Background: an optimization exercise with open tools, aiming at small area and a short achievable clock period. Do not read the settings as production practice.
At most, simulation tests tie the RTL to the original design; equivalence was not proved.
Function not checked in run 5: the RTL went through the layout flow alone.
Power and IR drop assume default switching activity.

--- config.mk ---
export PLATFORM = sky130hd
export DESIGN_NAME = retire_trace_buffer
export DESIGN_NICKNAME = retire_trace_buffer
export VERILOG_FILES = /design/flow/design.v
export SDC_FILE = /design/flow/constraint.sdc
export NUM_CORES = 4
export LEC_CHECK = 0
export CAP_MARGIN = 20
export CORE_MARGIN = 2
export CORE_UTILIZATION = 60
export CTS_BUF_LIST = sky130_fd_sc_hd__clkbuf_8 sky130_fd_sc_hd__clkbuf_16
export CTS_CLUSTER_DIAMETER = 100
export CTS_CLUSTER_SIZE = 30
export SETUP_SLACK_MARGIN = 3.0
export SLEW_MARGIN = 20
--- constraint.sdc ---
create_clock -name core_clock -period 5.5 [get_ports {clk}]
set_input_delay 1.1000 -clock core_clock [delete_from_list [all_inputs] [get_ports {clk}]]
set_output_delay 1.1000 -clock core_clock [all_outputs]
set_load 0.01 [all_outputs]
--- design.v ---
module retire_trace_buffer #(
    parameter int DEPTH = 16
) (
    input  logic                   clk,
    input  logic                   reset,
    input  logic                   trace_en,
    input  logic [31:0]            pc,
    input  logic [31:0]            inst,
    input  logic                   rf_we,
    input  logic [4:0]             rf_waddr,
    input  logic [31:0]            rf_wdata,
    output logic                   overflow,
    output logic [15:0]            drop_count,
    input  logic                   clr_ovf,
    output logic [$clog2(DEPTH):0] level,
    output logic [31:0]            out_data,
    output logic                   out_valid,
    input  logic                   out_ready
);
    localparam int IDX_W = $clog2(DEPTH);
    localparam int LVL_W = IDX_W + 1;
    logic        armed_q;
    logic [31:0] pc_q;
    logic [31:0] inst_q;
    logic        wv_q;
    logic [4:0]  waddr_q;
    logic [31:0] wdata_q;
    logic [IDX_W-1:0] wr_q;
    logic [DEPTH-1:0] rd_q;          
    logic [LVL_W-1:0] level_q;
    logic [3:0]       wc_q;          
    logic             valid_q;
    logic [31:0]      out_q;
    logic             overflow_q;
    logic [15:0]      drop_count_q;
    logic [DEPTH-1:0] we_q;          
    logic [31:0] pc_mem    [DEPTH];
    logic [31:0] inst_mem  [DEPTH];
    logic [4:0]  waddr_mem [DEPTH];
    logic [31:0] wdata_mem [DEPTH];
    logic        pc_chg_s, retire_s, push_req_s, wr_hit_s;
    logic [4:0]  ent_waddr_s;
    logic [31:0] ent_wdata_s;
    logic        full_s, one_s, accept_s, last_s, pop_s;
    logic [31:0] next_pc_s, head_inst_s, head_wdata_s, next_word_s;
    logic [4:0]  head_waddr_s;
    logic [15:0] drop_inc_s;
    logic [DEPTH-1:0] wr_dec_s, wr1_dec_s, we_n0, we_n1;
    logic             last_n_s, free_n0, free_n1;
    logic [LVL_W-1:0] level_n0, level_n1;
    logic             valid_n0, valid_n1;
    logic [31:0]      out_n0, out_n1;
    logic             wr_adv_n1;
    logic             ovf_n1;
    logic [15:0]      drop_n1;
    always_comb begin
        pc_chg_s    = (pc != pc_q);
        retire_s    = armed_q && pc_chg_s;
        push_req_s  = retire_s && trace_en;
        wr_hit_s    = rf_we && (rf_waddr != 5'd0);
        ent_waddr_s = wr_hit_s ? rf_waddr : (wv_q ? waddr_q : 5'd0);
        ent_wdata_s = wr_hit_s ? rf_wdata : (wv_q ? wdata_q : 32'd0);
        full_s    = level_q[IDX_W];
        one_s     = (level_q == LVL_W'(1));
        last_s    = wc_q[3];
        accept_s  = valid_q && out_ready;
        pop_s     = accept_s && last_s;
        next_pc_s    = 32'd0;
        head_inst_s  = 32'd0;
        head_waddr_s = 5'd0;
        head_wdata_s = 32'd0;
        for (int i = 0; i < DEPTH; i++) begin
            next_pc_s    = next_pc_s    | (pc_mem[i]    & {32{rd_q[(i+DEPTH-1)%DEPTH]}});
            head_inst_s  = head_inst_s  | (inst_mem[i]  & {32{rd_q[i]}});
            head_waddr_s = head_waddr_s | (waddr_mem[i] & {5{rd_q[i]}});
            head_wdata_s = head_wdata_s | (wdata_mem[i] & {32{rd_q[i]}});
        end
        if (wc_q[0])      next_word_s = head_inst_s;
        else if (wc_q[1]) next_word_s = {(head_waddr_s != 5'd0), 26'd0, head_waddr_s};
        else              next_word_s = head_wdata_s;
        level_n0 = pop_s ? level_q - LVL_W'(1) : level_q;
        valid_n0 = valid_q && !(pop_s && one_s);
        if (!valid_q)                out_n0 = 32'd0;
        else if (!out_ready)         out_n0 = out_q;
        else if (!last_s)            out_n0 = next_word_s;
        else if (!one_s)             out_n0 = next_pc_s;
        else                         out_n0 = 32'd0;
        wr_adv_n1 = !full_s || pop_s;
        level_n1  = (full_s || pop_s) ? level_q : level_q + LVL_W'(1);
        valid_n1  = 1'b1;
        if (!valid_q || (pop_s && one_s)) out_n1 = pc_q;    
        else                              out_n1 = out_n0;
        ovf_n1    = overflow_q || !wr_adv_n1;
        drop_inc_s = (drop_count_q == 16'hFFFF) ? drop_count_q : drop_count_q + 16'd1;
        drop_n1   = wr_adv_n1 ? drop_count_q : drop_inc_s;
        for (int i = 0; i < DEPTH; i++) begin
            wr_dec_s[i]  = (wr_q == IDX_W'(i));
            wr1_dec_s[i] = (wr_q == IDX_W'(i + DEPTH - 1));
        end
        last_n_s = accept_s ? wc_q[2] : wc_q[3];
        free_n0  = !(full_s && !pop_s) || last_n_s;
        free_n1  = !(full_s || (level_q == LVL_W'(DEPTH - 1) && !pop_s)) || last_n_s;
        we_n0    = free_n0 ? wr_dec_s : '0;
        we_n1    = free_n1 ? (wr_adv_n1 ? wr1_dec_s : wr_dec_s) : '0;
    end
    always_ff @(posedge clk or negedge reset) begin
        if (!reset) begin
            armed_q      <= 1'b0;
            wv_q         <= 1'b0;
            wr_q         <= '0;
            rd_q         <= DEPTH'(1);
            level_q      <= '0;
            wc_q         <= 4'b0001;
            valid_q      <= 1'b0;
            out_q        <= 32'd0;
            overflow_q   <= 1'b0;
            drop_count_q <= 16'd0;
        end else begin
            armed_q <= 1'b1;
            wv_q    <= !retire_s && (wv_q || wr_hit_s);
            if (push_req_s && wr_adv_n1) wr_q <= wr_q + IDX_W'(1);
            if (pop_s)    rd_q <= {rd_q[DEPTH-2:0], rd_q[DEPTH-1]};
            if (accept_s) wc_q <= {wc_q[2:0], wc_q[3]};
            level_q <= push_req_s ? level_n1 : level_n0;
            valid_q <= push_req_s ? valid_n1 : valid_n0;
            out_q   <= push_req_s ? out_n1   : out_n0;
            if (clr_ovf) begin
                overflow_q   <= 1'b0;
                drop_count_q <= 16'd0;
            end else if (push_req_s) begin
                overflow_q   <= ovf_n1;
                drop_count_q <= drop_n1;
            end
        end
    end
    always_ff @(posedge clk) begin
        pc_q <= pc;
        we_q <= push_req_s ? we_n1 : we_n0;
        if (!armed_q || pc_chg_s) inst_q <= inst;
        if (wr_hit_s) begin
            waddr_q <= rf_waddr;
            wdata_q <= rf_wdata;
        end
    end
    always_ff @(posedge clk) begin
        for (int i = 0; i < DEPTH; i++) begin
            if (we_q[i]) begin
                pc_mem[i]    <= pc_q;
                inst_mem[i]  <= inst_q;
                waddr_mem[i] <= ent_waddr_s;
                wdata_mem[i] <= ent_wdata_s;
            end
        end
    end
    assign out_valid  = valid_q;
    assign out_data   = out_q;
    assign overflow   = overflow_q;
    assign drop_count = drop_count_q;
    assign level      = level_q;
endmodule
--- flow/run.sh ---
#!/bin/bash
# The standard layout (the standard.sh, standard synthesis unchanged) with
# one change: the port buffers that global placement inserts are buf_2 cells
# instead of the delay-cell buffers buffer_ports picks by default.
set -euo pipefail
export BUFFER_PORTS_ARGS="-buffer_cell sky130_fd_sc_hd__buf_2"
bash standard.sh finish > flow_standard.log 2>&1
--- standard.sh ---
#!/bin/bash
# synth_recipe.tcl (not shown) runs the flow's synth.tcl, then flattens the netlist and writes it again
# the make line also repeats each setting of config.mk as NAME=value (left out here)
make -C /OpenROAD-flow-scripts/flow DESIGN_CONFIG=/design/flow/config.mk WORK_HOME=/design/flow/orfs CLKGATE_MAP_FILE= SYNTH_SCRIPT=/design/flow/synth_recipe.tcl "${@:-finish}"
==> metrics.md, run 1 <==
| Metric | Value |
|---|---|
| Final ANT Viol Nets | `0` |
| Area of the core | `~110000 µm²` |
| Setup repair after global routing missed its margin | `yes` |
| Clock root cell | `sky130_fd_sc_hd__clkbuf_16` |
| Number of max-capacitance violations reported | `0` |
| Number of pins exceeding their max-slew limit in the final report | `0` |
| Clk_skew | `between 0.02 and 0.025 ns` |
| TritonCTS buffer count | `70` |
| Number of buffers on the longest clock path | `3` |
| Pin count of the biggest net entering global routing | `approximately 100` |
| Level count of the clock H-tree | `3` |
| Final Wtd Congestion | `slightly above 0.8` |
| Leakage power figure | `23.56 nW` |
| Result of the run | `complete, no violations` |
| Die span in y | `between 300 and 400 µm` |
| Area used by multi-input combinational logic | `between 10000 and 15000 µm²` |
| Leading register cell type out of synthesis | `sky130_fd_sc_hd__edfxtp_1` |
| Clk sinks | `~1800` |
| Endpoint class of the critical path | `flop` |
| Data required time at the worst endpoint | `6.09 ns` |
| Number of register bits inferred by synthesis | `1814` |
| Die ar. | `between 100000 and 150000 µm²` |
| Startpoint of the worst-slack reg-to-reg timing path | `rd_q[0]` |
| Hold Slack | `0.4859 ns` |
| Area added between synthesis and finish | `11.90%` |
| Max transition margin | `between 20% and 30%` |
| Via count of the first global-routing pass | `37610` |
| Number of buffers added to fix hold violations after cts | `0` |
| Critical path capture point | `wr_q[1]` |
| Routed via count | `39060` |
| Worst path arrival time | `3.14 ns` |
| Number of cells on the critical path | `10` |
| Syn Std Cell Area | `between 60000 and 70000 µm²` |
| Filler cell count | `~7100` |
| Post-route setup TNS | `0 ns` |
| Number of top-level design ports | `about 160` |
| Worst r2r dst | `out_q[1]` |
| Slew @ Worst Pin | `1.186 ns` |
| Sequential-to-total area share from yosys stat | `81.62%` |
| Global-route wire length before repair | `285400 µm` |
| Cell with the largest stage delay on the worst path | `sky130_fd_sc_hd__nor4_4` |
| Most frequent cells in the layout | `1685 x sky130_fd_sc_hd__edfxtp_1, 408 x sky130_fd_sc_hd__a22oi_1, 168 x sky130_fd_sc_hd__a22o_1` |
| Number of distinct library cells after synthesis | `63` |
| Startpoint Class | `input pin` |
| Max stage delay on crit path | `roughly 0.44 ns` |
| Drt first-iter violations | `approximately 6000` |
| Final critical-path share of the clock period | `between 40% and 50%` |
| Vias per std cell | `7.351` |
| Setup violation total in the final timing report | `0` |
| Crit path max-delay family | `simple AND/OR/NAND/NOR gates` |
| Synth top area cells | `sky130_fd_sc_hd__edfxtp_1 77%, sky130_fd_sc_hd__a22oi_1 4.7%, sky130_fd_sc_hd__dfrtp_1 3.0%` |
| Post-synth EDFFs | `~1700` |
| Post-layout min period | `between 2 and 3 ns` |
| Largest driver fanout on the critical path | `4` |
| Crit path top cell by count | `sky130_fd_sc_hd__buf_6` |
| Number of antenna violations at the first check in global routing | `10` |
| Horiz. Die Dim | `around 330 µm` |
| Critical path, cell by cell | `buf_8 -> xor2_4 -> nor4_4 -> nand4_1 -> buf_6 -> o21bai_4 -> buf_6 -> buf_6 -> nand2b_4 -> mux2_4` |
| Avg Synthesized Cell Area | `about 18 µm²` |
| Routed WL | `208500 µm` |
| Worst reg2reg path depth | `9` |
| Final cell utilization of the core | `approximately 68%` |
| Launching instance or port of the critical path | `pc[0]` |
| Post-synth top area share | `~77%` |
| Most common cell after layout, fill and taps aside | `sky130_fd_sc_hd__edfxtp_1` |
| Ratio of total power to cell area | `between 300 and 400 nW/µm²` |
| Min-delay worst type | `in -> async` |
| Share of layout cells above drive strength 1 | `around 18%` |
| Fin nets | `approximately 4000` |
| Latest clock arrival within the worst-skew pair | `between 0.7 and 0.8 ns` |
| Synth warnings | `5` |
| Initial standard-cell utilization of the core | `about three fifths` |
| First-pass iteration count of the detailed router | `8` |
| Total track usage | `~37%` |
| Buffers on Ports | `roughly 160` |
| Std cell rows | `between 100 and 150` |
| GRT Residual Overflow | `0` |
| CTS tree | `built` |
| Number of nets produced by synthesis | `approximately 3800` |
| Post-synthesis async set-or-reset flop share | `between 4 and 5%` |
| Clock transition at the registers of the reported paths | `0.11 ns` |
| Final hold violations | `0` |
| IR Drop Worst-Case VDD | `approximately 0.25 mV` |
| Fmax achieved | `393.3 MHz` |
| Average wire length per cell after detail routing | `~39 µm` |
| Post-Syn Instances | `3662` |
| Reg-to-reg slack, setup | `between 2 and 3 ns` |
| Number of DRC violations after detailed routing | `0` |
| Number of buffers and inverters on the critical path | `4` |
| Detail Placement HPWL | `95950 µm` |
| Worst setup path category | `in -> reg` |
| Post-synthesis cell type with the largest combined area | `sky130_fd_sc_hd__edfxtp_1` |
| Area used by sequential logic in the layout | `roughly 54000 µm²` |
[worst min-delay path by stage]
stage / from / end / slack [ns] / cells after the start
2_1_floorplan: wc_q[2] / wc_q[2] / 0.48 / 1
3_3_place_gp: we_q[7] / inst_mem[7][22] / 0.48 / 0
3_5_place_dp: we_q[7] / inst_mem[7][22] / 0.49 / 0
4_1_cts: reset / drop_count_q[14] / 0.47 / 1
5_1_grt: reset / drop_count_q[10] / 0.50 / 1
6_report: reset / drop_count_q[9] / 0.49 / 1
[registers in the layout (all words and copies together), names as in the netlist, 16 cells and up]
name	cells
inst_mem	512
we_q	16
drop_count_q	16
wdata_q	32
pc_q	32
pc_mem	512
inst_q	32
wdata_mem	512
rd_q	16
waddr_mem	80
out_q	32
[cell type report]
| type | instances | area share, % |
|---|---|---|
| repair buffers | 345 | 4.689 |
| diodes | 3 | 0.01022 |
| inverters | 10 | 0.05790 |
| clock buffers | 73 | 2.487 |
| multi-input cells | 1610 | 16.82 |
| well taps | 1414 | 2.408 |
| flip-flops and latches | 1814 | 73.26 |
| clock inverters | 45 | 0.2742 |
[layer usage]
| layer | GRT usage [%] | wire length (µm) | vias up |
|---|---|---|---|
| met1 | 52.36 | 77350 | 20360 |
| li1 | - | - | 15470 |
| met5 | 0 | 30 | - |
| met2 | 58.42 | 99110 | 2832 |
| met3 | 5.800 | 23560 | 390 |
| met4 | 13.41 | 8421 | 6 |
[logic make-up (layout without fill, tap and decap cells)]
group	count (synthesis)	after routing	share of synthesized area, %
AO/OA/AOI/OAI	1037	1037	12.08
XOR/XNOR	46	46	0.6137
adder cells (fa/ha/maj)	9	9	0.1715
buffers and inverters	239	473	1.538
flip-flops	1814	1814	81.62
multiplexers	6	6	0.09719
other	1	4	0.005712
AND/OR/NAND/NOR	510	511	3.873
[report_power, final]
part / switching, mW / internal [mW]
Combinational: 0.467 / 0.203
Sequential: 0.246 / 15.3
Clock: 4.00 / 2.46
Total: 4.71 / 18.0
[cell usage after synthesis, types with 35 or more instances]
cell                       number
sky130_fd_sc_hd__nand2_1      182
sky130_fd_sc_hd__a222oi_1      35
sky130_fd_sc_hd__a221oi_1     165
sky130_fd_sc_hd__clkbuf_1      93
sky130_fd_sc_hd__buf_2         81
sky130_fd_sc_hd__o21ai_0      106
sky130_fd_sc_hd__edfxtp_1    1685
sky130_fd_sc_hd__buf_1         53
sky130_fd_sc_hd__nor2_1        46
sky130_fd_sc_hd__nand4_1       56
sky130_fd_sc_hd__a22oi_1      411
sky130_fd_sc_hd__nand3_1      128
sky130_fd_sc_hd__dfxtp_1       48
sky130_fd_sc_hd__xor2_1        35
sky130_fd_sc_hd__a31oi_1       79
sky130_fd_sc_hd__a22o_1       168
sky130_fd_sc_hd__dfrtp_1       79
[stage by stage]
step	total power, mW	setup slack, ns	cells	cell area (µm²)
2_1_floorplan	16.13	2.755	3662	66400
3_3_place_gp	16.46	1.557	5087	68940
3_5_place_dp	16.51	1.438	5087	68940
4_1_cts	22.72	2.902	5288	72690
5_1_grt	23.26	2.922	5312	73460
6_report	22.69	2.957	5314	73470
[timing repair]
item,CTS,global route
cloned,2,5
pin swaps,13,36
setup buffers,81,18
setup endpoints to repair,457,156
gates resized for setup,166,108
==> inputs of run 2 (changes only) <==
--- a/config.mk
+++ b/config.mk
@@ -8,8 +8,7 @@
 export CAP_MARGIN = 20
 export CORE_MARGIN = 2
 export CORE_UTILIZATION = 60
-export CTS_BUF_LIST = sky130_fd_sc_hd__clkbuf_8 sky130_fd_sc_hd__clkbuf_16
-export CTS_CLUSTER_DIAMETER = 100
-export CTS_CLUSTER_SIZE = 30
-export SETUP_SLACK_MARGIN = 3.0
+export CTS_CLUSTER_DIAMETER = 90
+export CTS_CLUSTER_SIZE = 28
+export SETUP_SLACK_MARGIN = 3.05
 export SLEW_MARGIN = 20
==> run 2 against run 1 <==
Net effect:
- utilization is 1.2 points higher
- clock power is 3% higher
- global-route usage is 0.82 points higher
- critical path type is now reg -> reg
- critical endpoint is now out_q[31]
==> metrics.md, run 2 <==
| Metric | Value |
|---|---|
| Result of the run | `complete, no violations` |
| Filler cell count | `6935 (-3.0%)` |
| Vias per std cell | `7.353 (about the same)` |
| Post-synth top area share | `77.07% (unchanged)` |
| Count leader, synth | `sky130_fd_sc_hd__edfxtp_1` |
| Post-layout min period | `2.537 ns (-0.005950 ns)` |
| Level count of the clock H-tree | `3 (unchanged)` |
| Post-synthesis async set-or-reset flop share | `4.465% (unchanged)` |
| Avg Synthesized Cell Area | `17.93 µm² (unchanged)` |
| Post-synthesis compound-gate area fraction | `12.08% (unchanged)` |
| Number of antenna violations at the first check in global routing | `16 (+6)` |
| Largest registers | `inst_mem: 512 flops, pc_mem: 512 flops, wdata_mem: 512 flops` |
| GRT Residual Overflow | `0 (unchanged)` |
| Area added between synthesis and finish | `13.86%` |
| Buffers on Ports | `161 (unchanged)` |
| Drt first-iter violations | `6672 (+12%)` |
| Sequential share of power | `67.7% (-0.9 points)` |
| Final standard cell area without fillers | `74750 µm² (+1.7%)` |
| Number of register bits inferred by synthesis | `1814 (unchanged)` |
| Met2 wire len | `101800 µm (+2.7%)` |
| Number of nets produced by synthesis | `3778 (unchanged)` |
| Final critical-path share of the clock period | `46.13% (-0.11 points)` |
| CTS tree | `built` |
| Data required time at the worst endpoint | `6.09 ns (about the same)` |
| Routed via count | `39750 (+1.8%)` |
| Number of DRC violations after detailed routing | `0 (unchanged)` |
| Slew @ Worst Pin | `1.150 ns (-0.03595 ns)` |
| Post-Syn Instances | `3662 (unchanged)` |
| Instance area at placement | `68930 µm² (about the same)` |
| Top metal layer carrying routed signals | `met5` |
| IR Drop Worst-Case VDD | `0.2446 mV (-4.1%)` |
| Synth warnings | `5 (unchanged)` |
| Area used by multi-input combinational logic | `12580 µm² (+1.8%)` |
| Setup violation total in the final timing report | `0 (unchanged)` |
| Number of max-capacitance violations reported | `0 (unchanged)` |
| Relative contribution of the clock network to total power | `29.0% (+0.5 points)` |
| Main combinational cell family by area after synthesis | `compound AO/OA/AOI/OAI gates` |
| Post-synth EDFFs | `1685 (unchanged)` |
| Setup repair after global routing missed its margin | `yes` |
| Most frequent cells in the layout | `1685 x sky130_fd_sc_hd__edfxtp_1, 406 x sky130_fd_sc_hd__a22oi_1, 168 x sky130_fd_sc_hd__a22o_1` |
| Multiplexer fraction of the synthesized cell area | `0.09719% (unchanged)` |
| Min-delay worst type | `in -> async` |
| Adder-cell area share of the yosys netlist | `0.1715% (unchanged)` |
| Top cells by count, synth | `1685 x sky130_fd_sc_hd__edfxtp_1, 411 x sky130_fd_sc_hd__a22oi_1, 182 x sky130_fd_sc_hd__nand2_1, 168 x sky130_fd_sc_hd__a22o_1, 165 x sky130_fd_sc_hd__a221oi_1` |
| TritonCTS buffer count | `74 (+5.7%)` |
| Combinational fraction of design power | `3.3% (+0.3 points)` |
| Fin nets | `4062 (+2.4%)` |
| Post-synthesis simple-gate area fraction | `3.873% (unchanged)` |
| Sequential-to-total area share from yosys stat | `81.62% (unchanged)` |
| First-pass iteration count of the detailed router | `8 (unchanged)` |
| Routed WL | `214800 µm (+3.0%)` |
| Fmax achieved | `394.2 MHz (+0.23%)` |
| Final ANT Viol Nets | `0 (unchanged)` |
| Average wire length per cell after detail routing | `39.73 µm (+1.3%)` |
| Clk sinks | `1814 (unchanged)` |
| Number of distinct library cells after synthesis | `63 (unchanged)` |
| Detail Placement HPWL | `98580 µm (+2.7%)` |
| Area of the core | `108700 µm² (unchanged)` |
| Clk_skew | `0.03861 ns (+0.01463 ns)` |
| Number of top-level design ports | `162 (unchanged)` |
| Leakage power figure | `24.05 nW (+2.1%)` |
| Clock transition at the registers of the reported paths | `0.11 ns (about the same)` |
| Area used by sequential logic in the layout | `53850 µm² (about the same)` |
| Final Wtd Congestion | `0.8303 (+2.6%)` |
| Synth top area cells | `sky130_fd_sc_hd__edfxtp_1 77%, sky130_fd_sc_hd__a22oi_1 4.7%, sky130_fd_sc_hd__dfrtp_1 3.0%` |
| Internal Pwr Total | `18.19 mW (+1.1%)` |
| Latest clock arrival within the worst-skew pair | `0.71 ns (about the same)` |
| Most common cell after layout, fill and taps aside | `sky130_fd_sc_hd__edfxtp_1` |
| Pin count of the biggest net entering global routing | `102 (unchanged)` |
| Worst setup path category | `reg -> reg` |
| Final cell utilization of the core | `68.77% (+1.2 points)` |
| Ratio of total power to cell area | `306.9 nW/µm² (-0.66%)` |
| Total net switching power | `4.745 mW (+0.77%)` |
| Via count of the first global-routing pass | `37480 (-0.35%)` |
| Post-route setup TNS | `0 ns (unchanged)` |
| Clock root cell | `sky130_fd_sc_hd__clkbuf_16` |
| Syn Std Cell Area | `65650 µm² (unchanged)` |
| Total track usage | `37.58% (+0.82 points)` |
| Metal-1 WL | `77380 µm (about the same)` |
| Max transition margin | `23.31% (+2.4 points)` |
| Die span in y | `334.8 µm (unchanged)` |
| Leading register cell type out of synthesis | `sky130_fd_sc_hd__edfxtp_1` |
| Share of layout cells above drive strength 1 | `20.30% (+2.5 points)` |
| Endpoint class of the critical path | `flop` |
| Largest driver fanout on the critical path | `16 (+12)` |
| Met3 Routed Length | `26880 µm (+14%)` |
| Switching power share of the total | `20.69% (-0.061 points)` |
| Global-route wire length before repair | `290600 µm (+1.8%)` |
| Number of pins exceeding their max-slew limit in the final report | `0 (unchanged)` |
| Number of buffers added to fix hold violations after cts | `0 (unchanged)` |
| Worst path arrival time | `3.12 ns (-0.02 ns)` |
| Post-synthesis cell type with the largest combined area | `sky130_fd_sc_hd__edfxtp_1` |
| Die ar. | `112100 µm² (unchanged)` |
| Number of buffers on the longest clock path | `3 (unchanged)` |
| Horiz. Die Dim | `334.8 µm (unchanged)` |
| Parity-gate share of the synthesized area counting xor and xnor cells | `0.6137% (unchanged)` |
| Initial standard-cell utilization of the core | `60.40% (unchanged)` |
| Final Total Pwr | `22.94 mW (+1.1%)` |
| Final hold violations | `0 (unchanged)` |
| Std cell rows | `121 (unchanged)` |
| Startpoint Class | `flop` |
[run 2: critical path, cell delays in order, from the launching register on]
cell	delay (ns)
sky130_fd_sc_hd__dfrtp_4	0.55
sky130_fd_sc_hd__buf_12	0.16
sky130_fd_sc_hd__buf_4	0.25
sky130_fd_sc_hd__a221oi_1	0.38
sky130_fd_sc_hd__and4_2	0.33
sky130_fd_sc_hd__nand4_1	0.14
sky130_fd_sc_hd__o21ai_2	0.24
sky130_fd_sc_hd__a21oi_1	0.15
sky130_fd_sc_hd__nand2b_1	0.21
[run 2: metrics by stage]
stage	hold WS [ns]	std cells	setup WS (ns)
after floorplan	0.4787	3662	2.755
after global placement	0.4946	5095	1.298
after detailed placement	0.5079	5096	1.412
after CTS	0.4085	5343	2.958
after global routing	0.4480	5402	2.946
final	0.4295	5406	2.963
[run 2: power groups by stage]
stage / registers [mW] / clock network (mW) / logic, mW
after floorplan: 15.8 / 0 / 0.307
after global placement: 15.9 / 0 / 0.602
after detailed placement: 15.9 / 0 / 0.623
after global routing: 15.6 / 7.11 / 0.803
after CTS: 15.6 / 6.66 / 0.695
final: 15.5 / 6.64 / 0.756
[run 2: path summary, 6_finish.rpt]
check	startpoint	endpoint	slack, ns	cells after the start
setup / recovery	rd_q[3]	out_q[31]	2.96	8
hold / removal	reset	drop_count_q[6]	0.43	1
setup reg to reg	rd_q[3]	out_q[31]	2.96	8
hold reg to reg	pc_q[30]	pc_mem[6][30]	0.52	0
max in group asynchronous	reset	out_q[22]	3.72	2
min in group core_clock	pc[8]	pc_q[8]	0.51	1
[run 2: per-layer routing]
metal	global-route usage [%]	vias to the layer above
met3	6.020	433
met5	0	-
met4	12.53	12
met2	60.46	3018
li1	-	15680
met1	53.31	20610
[run 2: final cells by class]
class                      count  area share (%)
antenna                        7         0.02343
clock buffer                 112           2.753
clock inverter                 3         0.03348
inverter                      10         0.05356
multi-input combinational   1611           16.83
sequential                  1814           72.03
tap                         1414           2.367
timing repair buffer         435           5.909
[run 2: cells by family after synthesis]
family,after synthesis
simple gates,510
fa+ha+maj,9
flops,1814
compound gates,1037
mux,6
buf+inv,239
other cells,1
xor+xnor,46
[run 2: timing repair]
item | CTS | global route
pin swaps | 25 | 59
gates resized for setup | 194 | 170
endpoints found under the setup margin | 373 | 548
buffers inserted | 124 | 47
cloned | 8 | 9
==> inputs of run 3 (changes only) <==
==> run.sh (new file) <==
#!/bin/bash
# synth_recipe.tcl (not shown) runs the flow's synth.tcl, then flattens the netlist and writes it again
# the make line also repeats each setting of config.mk as NAME=value (left out here)
make -C /OpenROAD-flow-scripts/flow DESIGN_CONFIG=/design/flow/config.mk WORK_HOME=/design/flow/orfs CLKGATE_MAP_FILE= SYNTH_SCRIPT=/design/flow/synth_recipe.tcl finish
--- a/config.mk
+++ b/config.mk
@@ -8,7 +8,7 @@
 export CAP_MARGIN = 20
 export CORE_MARGIN = 2
 export CORE_UTILIZATION = 60
-export CTS_CLUSTER_DIAMETER = 90
-export CTS_CLUSTER_SIZE = 28
-export SETUP_SLACK_MARGIN = 3.05
+export CTS_CLUSTER_DIAMETER = 100
+export CTS_CLUSTER_SIZE = 30
+export SETUP_SLACK_MARGIN = 3.2
 export SLEW_MARGIN = 20
removed: flow/run.sh
removed: standard.sh
==> run 3 against run 2 <==
Net effect:
- critical endpoint is now drop_count_q[11]
- count of clock-buffer cells in the layout is 2 lower
- highest routed layer unchanged
- clock skew is 0.015 ns lower
- utilization rose by 4.2 points
- total power rose by 0.49%
- still clean
- cell area grew 6.0%
- sequential share of layout area down 4.1 points
- first-iteration DRC count increased by 6.9%
- critical path depth increased by 3
==> metrics.md, run 3 <==
| Metric | Value |
|---|---|
| Std cell rows | `121 (unchanged)` |
| Initial standard-cell utilization of the core | `60.40% (unchanged)` |
| Launching instance or port of the critical path | `pc[3]` |
| Final cell utilization of the core | `72.93% (+4.2 points)` |
| Adder-cell area share of the yosys netlist | `0.1715% (unchanged)` |
| Post-synth EDFFs | `1685 (unchanged)` |
| Syn Std Cell Area | `65650 µm² (unchanged)` |
| Most frequent cells in the layout | `1685 x sky130_fd_sc_hd__edfxtp_1, 408 x sky130_fd_sc_hd__a22oi_1, 177 x sky130_fd_sc_hd__buf_4` |
| Post-synthesis cell type with the largest combined area | `sky130_fd_sc_hd__edfxtp_1` |
| Startpoint of the worst-slack reg-to-reg timing path | `rd_q[1]` |
| Sequential-to-total area share from yosys stat | `81.62% (unchanged)` |
| Synth warnings | `5 (unchanged)` |
| Fmax achieved | `400.0 MHz (+1.5%)` |
| Post-Syn Instances | `3662 (unchanged)` |
| Clk sinks | `1814 (unchanged)` |
| Min setup slack post-route | `3.000 ns (+0.03666 ns)` |
| Cell with the largest stage delay on the worst path | `sky130_fd_sc_hd__or4_1` |
| Worst setup path category | `in -> reg` |
| Main combinational cell family by area after synthesis | `compound AO/OA/AOI/OAI gates` |
| Min-delay worst type | `in -> async` |
| Pin count of the biggest net entering global routing | `102 (unchanged)` |
| Clk_skew | `0.02365 ns (-0.01496 ns)` |
| Worst reg2reg path depth | `9 (+1)` |
| Pre-CTS setup slack | `1.161 ns (-0.2505 ns)` |
| Final Total Pwr | `23.05 mW (+0.49%)` |
| Slew @ Worst Pin | `1.218 ns (+0.06808 ns)` |
| CTS tree | `built` |
| Final critical-path share of the clock period | `45.46% (-0.67 points)` |
| Vias per std cell | `7.412 (+0.80%)` |
| Share of layout cells above drive strength 1 | `25.98% (+5.7 points)` |
| Number of max-capacitance violations reported | `0 (unchanged)` |
| Die span in y | `334.8 µm (unchanged)` |
| Hold Slack | `0.3963 ns (-0.03314 ns)` |
| Max stage delay on crit path | `0.41 ns (-0.14 ns)` |
| Largest driver fanout on the critical path | `5 (-11)` |
| Endpoint class of the critical path | `flop` |
| Result of the run | `complete, no violations` |
| Max transition margin | `18.77% (-4.5 points)` |
| Detail Placement HPWL | `95100 µm (-3.5%)` |
| Ratio of total power to cell area | `290.8 nW/µm² (-5.2%)` |
| Routed WL | `226600 µm (+5.5%)` |
| Number of register bits inferred by synthesis | `1814 (unchanged)` |
| Drt first-iter violations | `7131 (+6.9%)` |
| TritonCTS buffer count | `70 (-5.4%)` |
| Total track usage | `38.97% (+1.4 points)` |
| Leading register cell type out of synthesis | `sky130_fd_sc_hd__edfxtp_1` |
| Number of pins exceeding their max-slew limit in the final report | `0 (unchanged)` |
| Crit path top cell by count | `sky130_fd_sc_hd__buf_6` |
| Post-route setup TNS | `0 ns (unchanged)` |
| Avg Synthesized Cell Area | `17.93 µm² (unchanged)` |
| Clock root cell | `sky130_fd_sc_hd__clkbuf_16` |
| Post-layout min period | `2.500 ns (-0.03666 ns)` |
| Area of the core | `108700 µm² (unchanged)` |
| IR Drop Worst-Case VDD | `0.2612 mV (+6.8%)` |
| Post-synthesis compound-gate area fraction | `12.08% (unchanged)` |
| Level count of the clock H-tree | `3 (unchanged)` |
| Largest registers | `inst_mem: 512 flops, pc_mem: 512 flops, wdata_mem: 512 flops` |
| Count leader, synth | `sky130_fd_sc_hd__edfxtp_1` |
| Critical path, cell by cell | `buf_12 -> xor2_4 -> nor4_4 -> nand4_1 -> buf_6 -> buf_6 -> o2111a_2 -> nand4_4 -> buf_6 -> or4_1 -> a21oi_1` |
| Clock transition at the registers of the reported paths | `0.12 ns (about the same)` |
| Number of DRC violations after detailed routing | `0 (unchanged)` |
| Die ar. | `112100 µm² (unchanged)` |
| Latest clock arrival within the worst-skew pair | `0.71 ns (about the same)` |
| Number of distinct library cells after synthesis | `63 (unchanged)` |
| Area used by multi-input combinational logic | `14750 µm² (+17%)` |
| GRT Residual Overflow | `0 (unchanged)` |
| Top cells by count, synth | `1685 x sky130_fd_sc_hd__edfxtp_1, 411 x sky130_fd_sc_hd__a22oi_1, 182 x sky130_fd_sc_hd__nand2_1, 168 x sky130_fd_sc_hd__a22o_1, 165 x sky130_fd_sc_hd__a221oi_1` |
| Leakage power figure | `25.58 nW (+6.3%)` |
| Multiplexer fraction of the synthesized cell area | `0.09719% (unchanged)` |
| Horiz. Die Dim | `334.8 µm (unchanged)` |
| Number of antenna violations at the first check in global routing | `5 (-11)` |
| Critical path capture point | `drop_count_q[11]` |
| Post-synth top area share | `77.07% (unchanged)` |
| Most common cell after layout, fill and taps aside | `sky130_fd_sc_hd__edfxtp_1` |
| Area used by sequential logic in the layout | `53860 µm² (about the same)` |
| Area added between synthesis and finish | `20.74%` |
| Final hold violations | `0 (unchanged)` |
| Synth top area cells | `sky130_fd_sc_hd__edfxtp_1 77%, sky130_fd_sc_hd__a22oi_1 4.7%, sky130_fd_sc_hd__dfrtp_1 3.0%` |
| Setup repair after global routing missed its margin | `yes` |
| Worst r2r dst | `out_q[31]` |
| Setup violation total in the final timing report | `0 (unchanged)` |
| Filler cell count | `6553 (-5.5%)` |
| First-pass iteration count of the detailed router | `6 (-2)` |
| Reg-to-reg slack, setup | `3.03 ns (+0.07 ns)` |
| Post-synthesis async set-or-reset flop share | `4.465% (unchanged)` |
| Via count of the first global-routing pass | `38340 (+2.3%)` |
| Final ANT Viol Nets | `0 (unchanged)` |
| Fin nets | `4195 (+3.3%)` |
| Parity-gate share of the synthesized area counting xor and xnor cells | `0.6137% (unchanged)` |
| Number of top-level design ports | `162 (unchanged)` |
| Buffers on Ports | `161 (unchanged)` |
| Routed via count | `41040 (+3.2%)` |
| Post-synthesis simple-gate area fraction | `3.873% (unchanged)` |
| Number of buffers added to fix hold violations after cts | `0 (unchanged)` |
| Number of buffers on the longest clock path | `3 (unchanged)` |
| Global-route wire length before repair | `300100 µm (+3.3%)` |
| Number of nets produced by synthesis | `3778 (unchanged)` |
| Data required time at the worst endpoint | `6.11 ns (+0.02 ns)` |
| Average wire length per cell after detail routing | `40.92 µm (+3.0%)` |
| Startpoint Class | `input pin` |
| Final Wtd Congestion | `0.8041 (-3.2%)` |
| Worst path arrival time | `3.11 ns (about the same)` |
## run 3: cell counts after synthesis
No cell type changed its count.
## run 3: area by class of cell
cell class,instances,area share (%)
antenna,4,0.01263
timing repair inverter,2,0.05051
clock inverter,2,0.02525
sequential,1814,67.94
clock buffer,110,2.480
multi-input combinational,1648,18.61
inverter,10,0.08523
timing repair buffer,533,8.566
tap,1414,2.232
## run 3: cells by family after synthesis
kind of cell / count (synthesis)
xor gates and xnor gates: 46
buffers and inverters: 239
and+or+nand+nor: 510
muxes: 6
DFF: 1814
AOI/OAI and AO/OA: 1037
other: 1
adders and majority gates: 9
## run 3: layer usage
metal,part of all wire [%],GRT usage [%],wire length (µm),vias to the layer above
met4,4.3,14.56,9703,2
met5,0.0079,0,18,-
met1,36,55.97,80870,21230
met3,13,6.575,30490,454
met2,47,61.01,105500,3344
li1,-,-,-,16010
## run 3: power breakdown
| part | total, mW | internal [mW] | switching, mW |
|---|---|---|---|
| Sequential | 15.6 | 15.3 | 0.243 |
| Combinational | 0.968 | 0.360 | 0.607 |
| Clock | 6.52 | 2.52 | 4.00 |
| Total | 23.0 | 18.2 | 4.85 |
## run 3: worst min path at each step
stage                           from                to  depth (start not counted)
final                          reset   drop_count_q[0]                          1
after global routing           reset  drop_count_q[10]                          1
after CTS                      reset   drop_count_q[0]                          1
after detailed placement     wc_q[2]           wc_q[2]                          1
after global placement    overflow_q        overflow_q                          2
after floorplan              wc_q[2]           wc_q[2]                          1
## run 3: worst max-delay path, delay by kind of cell
family / cells / cell delay, ns
simple gates: 4 / 0.73
buf+inv: 4 / 0.55
compound gates: 2 / 0.45
xor+xnor: 1 / 0.27
## run 3: per-stage QoR
step | instances | area (µm²)
6_report | 5537 | 79270
5_1_grt | 5534 | 79260
3_5_place_dp | 5087 | 69680
4_1_cts | 5435 | 76560
2_1_floorplan | 3662 | 66410
3_3_place_gp | 5087 | 69680
## run 3: what timing repair did
action / in CTS / in global routing
setup buffers: 209 / 51
endpoints found under the setup margin: 792 / 728
pin swaps: 122 / 199
resized for setup: 873 / 326
cloned: 27 / 47
endpoints found under the hold margin: 0 / 0
==> inputs of run 4 (changes only) <==
--- a/config.mk
+++ b/config.mk
@@ -10,5 +10,5 @@
 export CORE_UTILIZATION = 60
 export CTS_CLUSTER_DIAMETER = 100
 export CTS_CLUSTER_SIZE = 30
-export SETUP_SLACK_MARGIN = 3.2
+export SETUP_SLACK_MARGIN = 3.0
 export SLEW_MARGIN = 20
==> run 4 against run 3 <==
Net effect:
- wire length is 6.5% lower
- non-clock buffer count is 142 lower
- worst hold slack better by 0.027 ns
- die area stayed put
- final cell count is 3.2% lower
- fmax is 2.7% lower
- combinational power is 17% lower
- cell area is 5.9% lower
- area after synthesis stayed put
- first-iteration DRC count is 15% lower
- sequential share of layout area is 4.2 points higher
- utilization is 4.3 points lower
- largest cell class unchanged
- highest routed layer unchanged
==> metrics.md, run 4 <==
| Metric | Value |
|---|---|
| Horiz. Die Dim | `334.8 µm (unchanged)` |
| Fmax achieved | `389.1 MHz (-2.7%)` |
| Setup repair after global routing missed its margin | `yes` |
| Setup violation total in the final timing report | `0 (unchanged)` |
| Worst setup path category | `reg -> reg` |
| Area added between synthesis and finish | `13.65%` |
| Post-layout min period | `2.570 ns (+0.06951 ns)` |
| Global-route wire length before repair | `290900 µm (-3.1%)` |
| Die span in y | `334.8 µm (unchanged)` |
| Post-synthesis cell type with the largest combined area | `sky130_fd_sc_hd__edfxtp_1` |
| Routed via count | `39640 (-3.4%)` |
| Instance area at placement | `69670 µm² (about the same)` |
| Post-synthesis async set-or-reset flop share | `4.465% (unchanged)` |
| Detail Placement HPWL | `95890 µm (+0.84%)` |
| Avg Synthesized Cell Area | `17.93 µm² (unchanged)` |
| Final standard cell area without fillers | `74610 µm² (-5.9%)` |
| Total track usage | `37.57% (-1.4 points)` |
| Slew @ Worst Pin | `1.268 ns (+0.04944 ns)` |
| Syn Std Cell Area | `65650 µm² (unchanged)` |
| Startpoint Class | `flop` |
| Filler cell count | `7039 (+7.4%)` |
| Metal-1 WL | `77000 µm (-4.8%)` |
| Number of antenna violations at the first check in global routing | `2 (-3)` |
| Number of DRC violations after detailed routing | `0 (unchanged)` |
| Number of distinct library cells after synthesis | `63 (unchanged)` |
| CTS tree | `built` |
| Met3 Routed Length | `26360 µm (-14%)` |
| Largest driver fanout on the critical path | `12 (+7)` |
| Initial standard-cell utilization of the core | `60.40% (unchanged)` |
| Endpoint class of the critical path | `flop` |
| Worst path arrival time | `3.16 ns (+0.05 ns)` |
| Most common cell after layout, fill and taps aside | `sky130_fd_sc_hd__edfxtp_1` |
| Synth warnings | `5 (unchanged)` |
| Number of buffers on the longest clock path | `3 (unchanged)` |
| Average wire length per cell after detail routing | `39.53 µm (-3.4%)` |
| Max stage delay on crit path | `0.59 ns (+0.18 ns)` |
| Data required time at the worst endpoint | `6.09 ns (-0.02 ns)` |
| Top metal layer carrying routed signals | `met5` |
| IR Drop Worst-Case VDD | `0.2432 mV (-6.9%)` |
| Die ar. | `112100 µm² (unchanged)` |
| Post-Syn Instances | `3662 (unchanged)` |
| Top cells by count, synth | `1685 x sky130_fd_sc_hd__edfxtp_1, 411 x sky130_fd_sc_hd__a22oi_1, 182 x sky130_fd_sc_hd__nand2_1, 168 x sky130_fd_sc_hd__a22o_1, 165 x sky130_fd_sc_hd__a221oi_1` |
| Min-delay worst type | `in -> async` |
| Critical path, cell by cell | `buf_4 -> buf_12 -> a22o_1 -> a221oi_1 -> a31oi_4 -> o21ai_2 -> a31oi_1 -> a21o_1` |
| Final ANT Viol Nets | `0 (unchanged)` |
| Drt first-iter violations | `6075 (-15%)` |
| Most frequent cells in the layout | `1685 x sky130_fd_sc_hd__edfxtp_1, 409 x sky130_fd_sc_hd__a22oi_1, 168 x sky130_fd_sc_hd__a22o_1` |
| Area of the core | `108700 µm² (unchanged)` |
| Number of max-capacitance violations reported | `0 (unchanged)` |
| Area used by sequential logic in the layout | `53820 µm² (about the same)` |
| Max transition margin | `15.48% (-3.3 points)` |
| Buffers on Ports | `161 (unchanged)` |
| Post-route setup TNS | `0 ns (unchanged)` |
| Clock root cell | `sky130_fd_sc_hd__clkbuf_16` |
| Std cell rows | `121 (unchanged)` |
| Number of register bits inferred by synthesis | `1814 (unchanged)` |
| Ratio of total power to cell area | `306.3 nW/µm² (+5.3%)` |
| Leading register cell type out of synthesis | `sky130_fd_sc_hd__edfxtp_1` |
| Cell with the largest stage delay on the worst path | `sky130_fd_sc_hd__dfrtp_4` |
| First-pass iteration count of the detailed router | `8 (+2)` |
| Sequential-to-total area share from yosys stat | `81.62% (unchanged)` |
| Vias per std cell | `7.396 (-0.22%)` |
| Latest clock arrival within the worst-skew pair | `0.72 ns (about the same)` |
| Final hold violations | `0 (unchanged)` |
| Level count of the clock H-tree | `3 (unchanged)` |
| Number of top-level design ports | `162 (unchanged)` |
| Result of the run | `complete, no violations` |
| TritonCTS buffer count | `70 (unchanged)` |
| Count leader, synth | `sky130_fd_sc_hd__edfxtp_1` |
| Post-synth EDFFs | `1685 (unchanged)` |
| Number of pins exceeding their max-slew limit in the final report | `0 (unchanged)` |
| Area used by multi-input combinational logic | `12540 µm² (-15%)` |
| Post-synth top area share | `77.07% (unchanged)` |
| GRT Residual Overflow | `0 (unchanged)` |
| Synth top area cells | `sky130_fd_sc_hd__edfxtp_1 77%, sky130_fd_sc_hd__a22oi_1 4.7%, sky130_fd_sc_hd__dfrtp_1 3.0%` |
| Final critical-path share of the clock period | `46.72% (+1.3 points)` |
| Share of layout cells above drive strength 1 | `16.48% (-9.5 points)` |
| Crit path max-delay family | `compound AO/OA/AOI/OAI gates` |
| Leakage power figure | `23.77 nW (-7.1%)` |
| Clk_skew | `0.03639 ns (+0.01274 ns)` |
| Clk sinks | `1814 (unchanged)` |
| Met2 wire len | `99960 µm (-5.3%)` |
| Number of nets produced by synthesis | `3778 (unchanged)` |
| Pin count of the biggest net entering global routing | `102 (unchanged)` |
| Via count of the first global-routing pass | `37970 (-0.97%)` |
| Final Wtd Congestion | `0.7865 (-2.2%)` |
| Number of buffers and inverters on the critical path | `2 (-2)` |
| Clock transition at the registers of the reported paths | `0.11 ns (about the same)` |
| Largest registers | `inst_mem: 512 flops, pc_mem: 512 flops, wdata_mem: 512 flops` |
| Routed WL | `211900 µm (-6.5%)` |
| Fin nets | `4019 (-4.2%)` |
## run 4: path summary, 6_finish.rpt
path / start / to / slack (ns) / depth (start not counted)
worst max-delay path: rd_q[6] / out_q[14] / 2.93 / 8
worst min-delay path: reset / drop_count_q[1] / 0.42 / 1
worst max register to register: rd_q[6] / out_q[14] / 2.93 / 8
worst min register to register: overflow_q / overflow_q / 0.53 / 2
max in group asynchronous: reset / out_q[26] / 3.80 / 2
min in group core_clock: pc[0] / pc_q[0] / 0.53 / 1
## run 4: worst register-to-register path, stage by stage, from the launching register on
cell and delay (ns):
sky130_fd_sc_hd__dfrtp_4 0.59, sky130_fd_sc_hd__buf_4 0.18, sky130_fd_sc_hd__buf_12 0.16, sky130_fd_sc_hd__a22o_1 0.24, sky130_fd_sc_hd__a221oi_1 0.44, sky130_fd_sc_hd__a31oi_4 0.23, sky130_fd_sc_hd__o21ai_2 0.32, sky130_fd_sc_hd__a31oi_1 0.13
sky130_fd_sc_hd__a21o_1 0.18
## run 4: layer usage
metal	up-vias	global-route usage (%)
li1	15590	-
met3	398	6.037
met4	2	13.12
met5	-	0
met2	2997	59.07
met1	20660	54.32
## run 4: final cells by class
cell class | count | area share [%]
Sequential cell | 1814 | 72.14
Clock buffer | 111 | 2.639
Clock inverter | 2 | 0.02515
Antenna cell | 2 | 0.006708
Timing Repair Buffer | 391 | 5.898
Tap cell | 1414 | 2.371
Multi-Input combinational cell | 1614 | 16.81
Inverter | 10 | 0.08552
Timing Repair inverter | 2 | 0.02348
## run 4: metrics by stage
step / worst slack (ns) / total power [mW] / cells / utilization (%) / hold slack [ns]
after floorplan: 2.755 / 16.13 / 3662 / - / 0.4787
after global placement: 1.077 / 16.53 / 5082 / 64.09 / 0.4946
after CTS: 2.940 / 22.85 / 5338 / 68.05 / 0.4179
after global routing: 2.900 / 23.42 / 5358 / 68.64 / 0.4594
after detailed placement: 0.9845 / 16.58 / 5082 / 64.09 / 0.5088
final: 2.930 / 22.85 / 5360 / 68.64 / 0.4236
## run 4: kinds of logic (layout without fill, tap and decap cells)
logic type,count (synthesis),count (layout),synth area share [%]
mux,6,6,0.09719
simple gates,510,515,3.873
xor+xnor,46,46,0.6137
compound gates,1037,1037,12.08
other cells,1,3,0.005712
flops,1814,1814,81.62
buf+inv,239,516,1.538
fa+ha+maj,9,9,0.1715
## run 4: timing repair
| item | in CTS | in global routing |
|---|---|---|
| resized for setup | 449 | 147 |
| pin swaps | 41 | 35 |
| hold buffers | 0 | 0 |
| buffers inserted | 131 | 16 |
| cloned | 12 | 4 |
| endpoints found under the setup margin | 772 | 706 |
## run 4: report_power, final
part	leakage, nW	switching (mW)	internal, mW
Clock	0.951	3.97	2.52
Combinational	6.12	0.519	0.286
Sequential	16.7	0.240	15.3
Total	23.8	4.73	18.1
==> inputs of run 5 (changes only) <==
--- a/design.v
+++ b/design.v
@@ -108,9 +108,7 @@
             armed_q      <= 1'b0;
             wv_q         <= 1'b0;
             wr_q         <= '0;
-            rd_q         <= DEPTH'(1);
             level_q      <= '0;
-            wc_q         <= 4'b0001;
             valid_q      <= 1'b0;
             out_q        <= 32'd0;
             overflow_q   <= 1'b0;
@@ -119,8 +117,6 @@
             armed_q <= 1'b1;
             wv_q    <= !retire_s && (wv_q || wr_hit_s);
             if (push_req_s && wr_adv_n1) wr_q <= wr_q + IDX_W'(1);
-            if (pop_s)    rd_q <= {rd_q[DEPTH-2:0], rd_q[DEPTH-1]};
-            if (accept_s) wc_q <= {wc_q[2:0], wc_q[3]};
             level_q <= push_req_s ? level_n1 : level_n0;
             valid_q <= push_req_s ? valid_n1 : valid_n0;
             out_q   <= push_req_s ? out_n1   : out_n0;
@@ -135,6 +131,13 @@
     end
     always_ff @(posedge clk) begin
         pc_q <= pc;
+        if (!valid_q) begin
+            rd_q <= wr_dec_s;
+            wc_q <= 4'b0001;
+        end else begin
+            if (pop_s)    rd_q <= {rd_q[DEPTH-2:0], rd_q[DEPTH-1]};
+            if (accept_s) wc_q <= {wc_q[2:0], wc_q[3]};
+        end
         we_q <= push_req_s ? we_n1 : we_n0;
         if (!armed_q || pc_chg_s) inst_q <= inst;
         if (wr_hit_s) begin
==> run 5 against run 4 <==
Net effect:
- die area about the same
- register-to-register slack got worse by 0.17 ns
- count of clock-buffer cells in the layout decreased by 13
- first-iteration DRC count increased by 16%
- critical path type unchanged
- worst hold slack improved by 0.11 ns
- flip-flop and latch count unchanged
- clock power about the same
- utilization increased by 1.6 points
- worst setup slack got worse by 0.17 ns
- fmax decreased by 6.3%
- area after synthesis about the same
- still clean
==> metrics.md, run 5 <==
| Metric | Value |
|---|---|
| Area of the core | `108700 µm² (unchanged)` |
| Min-delay worst type | `in -> reg` |
| Initial standard-cell utilization of the core | `60.42% (about the same)` |
| Most frequent cells in the layout | `1701 x sky130_fd_sc_hd__edfxtp_1, 265 x sky130_fd_sc_hd__a22oi_1, 232 x sky130_fd_sc_hd__a22o_1` |
| Syn Std Cell Area | `65680 µm² (about the same)` |
| Number of buffers added to fix hold violations after cts | `0 (unchanged)` |
| Worst reg2reg path depth | `10 (+2)` |
| Horiz. Die Dim | `334.9 µm (about the same)` |
| Post-synth EDFFs | `1701 (+0.95%)` |
| Number of register bits inferred by synthesis | `1814 (unchanged)` |
| Worst setup path category | `reg -> reg` |
| Final hold violations | `0 (unchanged)` |
| Largest driver fanout on the critical path | `50 (+38)` |
| Leakage power figure | `24.91 nW (+4.8%)` |
| Worst r2r dst | `out_q[5]` |
| Setup violation total in the final timing report | `0 (unchanged)` |
| Final ANT Viol Nets | `0 (unchanged)` |
| Post-Syn Instances | `3604 (-1.6%)` |
| Worst path arrival time | `3.35 ns (+0.19 ns)` |
| Parity-gate share of the synthesized area counting xor and xnor cells | `0.6534% (+0.040 points)` |
| Ratio of total power to cell area | `395.9 nW/µm² (+29%)` |
| Leading register cell type out of synthesis | `sky130_fd_sc_hd__edfxtp_1` |
| Number of pins exceeding their max-slew limit in the final report | `0 (unchanged)` |
| Area added between synthesis and finish | `16.24%` |
| Fin nets | `4038 (+0.47%)` |
| Launch point of the worst hold path | `pc[6]` |
| Post-layout min period | `2.743 ns (+0.1736 ns)` |
| Global-route wire length before repair | `292200 µm (+0.42%)` |
| Clock transition at the registers of the reported paths | `0.12 ns (about the same)` |
| Share of layout cells above drive strength 1 | `19.63% (+3.1 points)` |
| Result of the run | `complete, no violations` |
| Top cells by count, synth | `1701 x sky130_fd_sc_hd__edfxtp_1, 266 x sky130_fd_sc_hd__a22oi_1, 233 x sky130_fd_sc_hd__a221oi_1, 232 x sky130_fd_sc_hd__a22o_1, 151 x sky130_fd_sc_hd__nand2_1` |
| Routed via count | `40220 (+1.5%)` |
| Number of buffers on the longest clock path | `3 (unchanged)` |
| Max transition margin | `21.85% (+6.4 points)` |
| Startpoint of the worst-slack reg-to-reg timing path | `rd_q[8]` |
| Number of nets produced by synthesis | `3720 (-1.5%)` |
| Setup repair after global routing missed its margin | `yes` |
| Endpoint class of the critical path | `flop` |
| Routed WL | `220100 µm (+3.9%)` |
| Area used by sequential logic in the layout | `53790 µm² (about the same)` |
| Pin count of the biggest net entering global routing | `98 (-3.9%)` |
| Number of distinct library cells after synthesis | `57 (-9.5%)` |
| First-pass iteration count of the detailed router | `8 (unchanged)` |
| Post-synthesis async set-or-reset flop share | `3.363% (-1.1 points)` |
| Area used by multi-input combinational logic | `13410 µm² (+6.9%)` |
| Drt first-iter violations | `7044 (+16%)` |
| Buffers on Ports | `161 (unchanged)` |
| Adder-cell area share of the yosys netlist | `0.1715% (about the same)` |
| Number of top-level design ports | `162 (unchanged)` |
| Reg-to-reg slack, setup | `2.76 ns (-0.17 ns)` |
| Count leader, synth | `sky130_fd_sc_hd__edfxtp_1` |
| Die span in y | `334.9 µm (about the same)` |
| Post-synth top area share | `77.77% (+0.70 points)` |
| Latest clock arrival within the worst-skew pair | `0.70 ns (-0.02 ns)` |
| Data required time at the worst endpoint | `6.10 ns (about the same)` |
| Worst Hold Depth | `1` |
| Pre-CTS setup slack | `1.569 ns (+0.5842 ns)` |
| Min setup slack post-route | `2.757 ns (-0.1736 ns)` |
| Clk_skew | `0.02542 ns (-0.01096 ns)` |
| Via count of the first global-routing pass | `37360 (-1.6%)` |
| Detail Placement HPWL | `94160 µm (-1.8%)` |
| Clock root cell | `sky130_fd_sc_hd__clkbuf_16` |
| Post-synthesis compound-gate area fraction | `12.30% (+0.23 points)` |
| Clk sinks | `1814 (unchanged)` |
| Number of max-capacitance violations reported | `0 (unchanged)` |
| Total track usage | `37.76% (+0.19 points)` |
| Filler cell count | `6897 (-2.0%)` |
| Synth top area cells | `sky130_fd_sc_hd__edfxtp_1 78%, sky130_fd_sc_hd__a221oi_1 3.1%, sky130_fd_sc_hd__a22o_1 3.1%` |
| Main combinational cell family by area after synthesis | `compound AO/OA/AOI/OAI gates` |
| Final Wtd Congestion | `0.7917 (+0.66%)` |
| CTS tree | `built` |
| Synth warnings | `5 (unchanged)` |
| Die ar. | `112100 µm² (about the same)` |
| Number of DRC violations after detailed routing | `0 (unchanged)` |
| IR Drop Worst-Case VDD | `0.2449 mV (+0.67%)` |
| Startpoint Class | `flop` |
| Number of antenna violations at the first check in global routing | `11 (+9)` |
| Post-synthesis cell type with the largest combined area | `sky130_fd_sc_hd__edfxtp_1` |
| Avg Synthesized Cell Area | `18.22 µm² (+1.6%)` |
| Vias per std cell | `7.485 (+1.2%)` |
| Largest registers | `inst_mem: 512 flops, pc_mem: 512 flops, wdata_mem: 512 flops` |
| Final cell utilization of the core | `70.23% (+1.6 points)` |
| Final critical-path share of the clock period | `49.88% (+3.2 points)` |
| Hold Slack | `0.5336 ns (+0.1100 ns)` |
| TritonCTS buffer count | `70 (unchanged)` |
| Average wire length per cell after detail routing | `40.96 µm (+3.6%)` |
| Post-synthesis simple-gate area fraction | `3.483% (-0.39 points)` |
| Post-route setup TNS | `0 ns (unchanged)` |
| Level count of the clock H-tree | `3 (unchanged)` |
| Most common cell after layout, fill and taps aside | `sky130_fd_sc_hd__edfxtp_1` |
| Std cell rows | `121 (unchanged)` |
| Terminating pin of the worst hold path | `pc_q[6]` |
| Fmax achieved | `364.5 MHz (-6.3%)` |
| Multiplexer fraction of the synthesized cell area | `0.1276% (+0.030 points)` |
| GRT Residual Overflow | `0 (unchanged)` |
| Sequential-to-total area share from yosys stat | `81.68% (about the same)` |
| Slew @ Worst Pin | `1.172 ns (-0.09562 ns)` |
## run 5: cell types whose count changed in the layout (fill, tap and decap cells not counted), moves of 20 or more
cell,change
sky130_fd_sc_hd__a22oi_1,-144
sky130_fd_sc_hd__a22o_1,+64
sky130_fd_sc_hd__nand3_1,-45
sky130_fd_sc_hd__a221oi_1,+35
sky130_fd_sc_hd__buf_4,+34
sky130_fd_sc_hd__a221oi_2,+33
sky130_fd_sc_hd__a31oi_1,-29
sky130_fd_sc_hd__nand2_1,-23
sky130_fd_sc_hd__nor2_1,-22
sky130_fd_sc_hd__xnor2_2,+22
sky130_fd_sc_hd__nand2_2,+21
sky130_fd_sc_hd__and3_1,+20
## run 5: metal layers
layer	global-route usage (%)	wire length (µm)	vias to the layer above
met5	0	23	-
met4	15.58	12110	4
met3	6.436	27680	518
met2	60.01	102000	3177
met1	52.63	78330	20820
li1	-	-	15700
## run 5: timing repair
action / CTS / global route
hold endpoints to repair: 0 / 0
resized for setup: 428 / 262
pin swaps: 69 / 121
setup buffers: 93 / 64
endpoints found under the setup margin: 765 / 708
gates cloned: 34 / 37
## run 5: area by class of cell
class	instances	share of cell area, %
Sequential cell	1814	70.46
Multi-Input combinational cell	1578	17.56
Timing Repair Buffer	445	6.935
Clock buffer	98	2.516
Tap cell	1414	2.318
Inverter	11	0.08851
Clock inverter	5	0.06720
Timing Repair inverter	2	0.02950
Antenna cell	7	0.02295
## run 5: worst max-delay path by stage
stage / from / to / slack (ns) / cells after the start
after floorplan: rf_waddr[1] / wdata_mem[0][13] / 2.80 / 7
after global placement: pc[31] / out_q[4] / 1.60 / 7
after detailed placement: pc[31] / out_q[4] / 1.57 / 7
after CTS: rd_q[1] / out_q[13] / 2.83 / 8
after global routing: rd_q[8] / out_q[4] / 2.79 / 9
final: rd_q[8] / out_q[5] / 2.76 / 10
## run 5: cell families after synthesis
logic type | after synthesis
simple gates | 452
flops | 1814
other cells | 1
buf+inv | 241
xor+xnor | 49
compound gates | 1030
mux | 8
fa+ha+maj | 9
## run 5: power breakdown
| part | switching, mW | internal [mW] | total [mW] |
|---|---|---|---|
| Clock | 4.01 | 2.50 | 6.50 |
| Combinational | 4.36 | 2.14 | 6.50 |
| Sequential | 0.906 | 16.3 | 17.2 |
| Total | 9.27 | 20.9 | 30.2 |
## run 5: worst max-delay path: stages (launching register included)
cell and delay (ns):
sky130_fd_sc_hd__edfxtp_1 0.44, sky130_fd_sc_hd__buf_4 0.17, sky130_fd_sc_hd__buf_12 0.17, sky130_fd_sc_hd__buf_6 0.29, sky130_fd_sc_hd__a22o_1 0.21, sky130_fd_sc_hd__a221oi_1 0.24, sky130_fd_sc_hd__and3_1 0.23, sky130_fd_sc_hd__a41oi_2 0.23
sky130_fd_sc_hd__o21ai_4 0.19, sky130_fd_sc_hd__a31oi_1 0.13, sky130_fd_sc_hd__a21o_1 0.19
## run 5: metrics by stage
stage               power (mW)  std cells  instance area, µm²
floorplan                19.41       3604               66240
global placement         22.26       5035               69690
detailed placement       22.38       5036               69720
CTS                      29.44       5266               74350
global route             30.77       5369               76330
finish                   30.22       5374               76340

==> re-timing with driven ports <==
Ports are ideal in the flow. The routed layouts listed here were re-timed in OpenROAD.
Step 1: set_driving_cell puts a clkbuf_16 on clk and a buf_2 on each other input, an assumption about the parent block.
Step 2 times the ports against the registers' clock, not the clock port: input delays grow and output delays shrink by t, the midpoint of the rising clock arrivals with the driver on.
a / b / c = ideal / step 1 / step 2; a / b = the first two.
run	t (ns)	setup WS [ns]	clock arrival spread, ns
run 1	0.778	2.957 / 2.961 / 2.215	0.030 / 0.029
run 2	0.764	2.963 / 2.945 / 2.249	0.044 / 0.044
run 3	0.769	3.000 / 2.944 / 2.244	0.029 / 0.030
run 4	0.776	2.930 / 2.930 / 2.248	0.047 / 0.047
run 5	0.764	2.757 / 2.757 / 2.251	0.027 / 0.027
After both steps setup and hold are still met in every run listed. For run 3, which loses most, drivers alone change the setup slack by -0.056 ns; drivers and shift together by -0.756 ns.
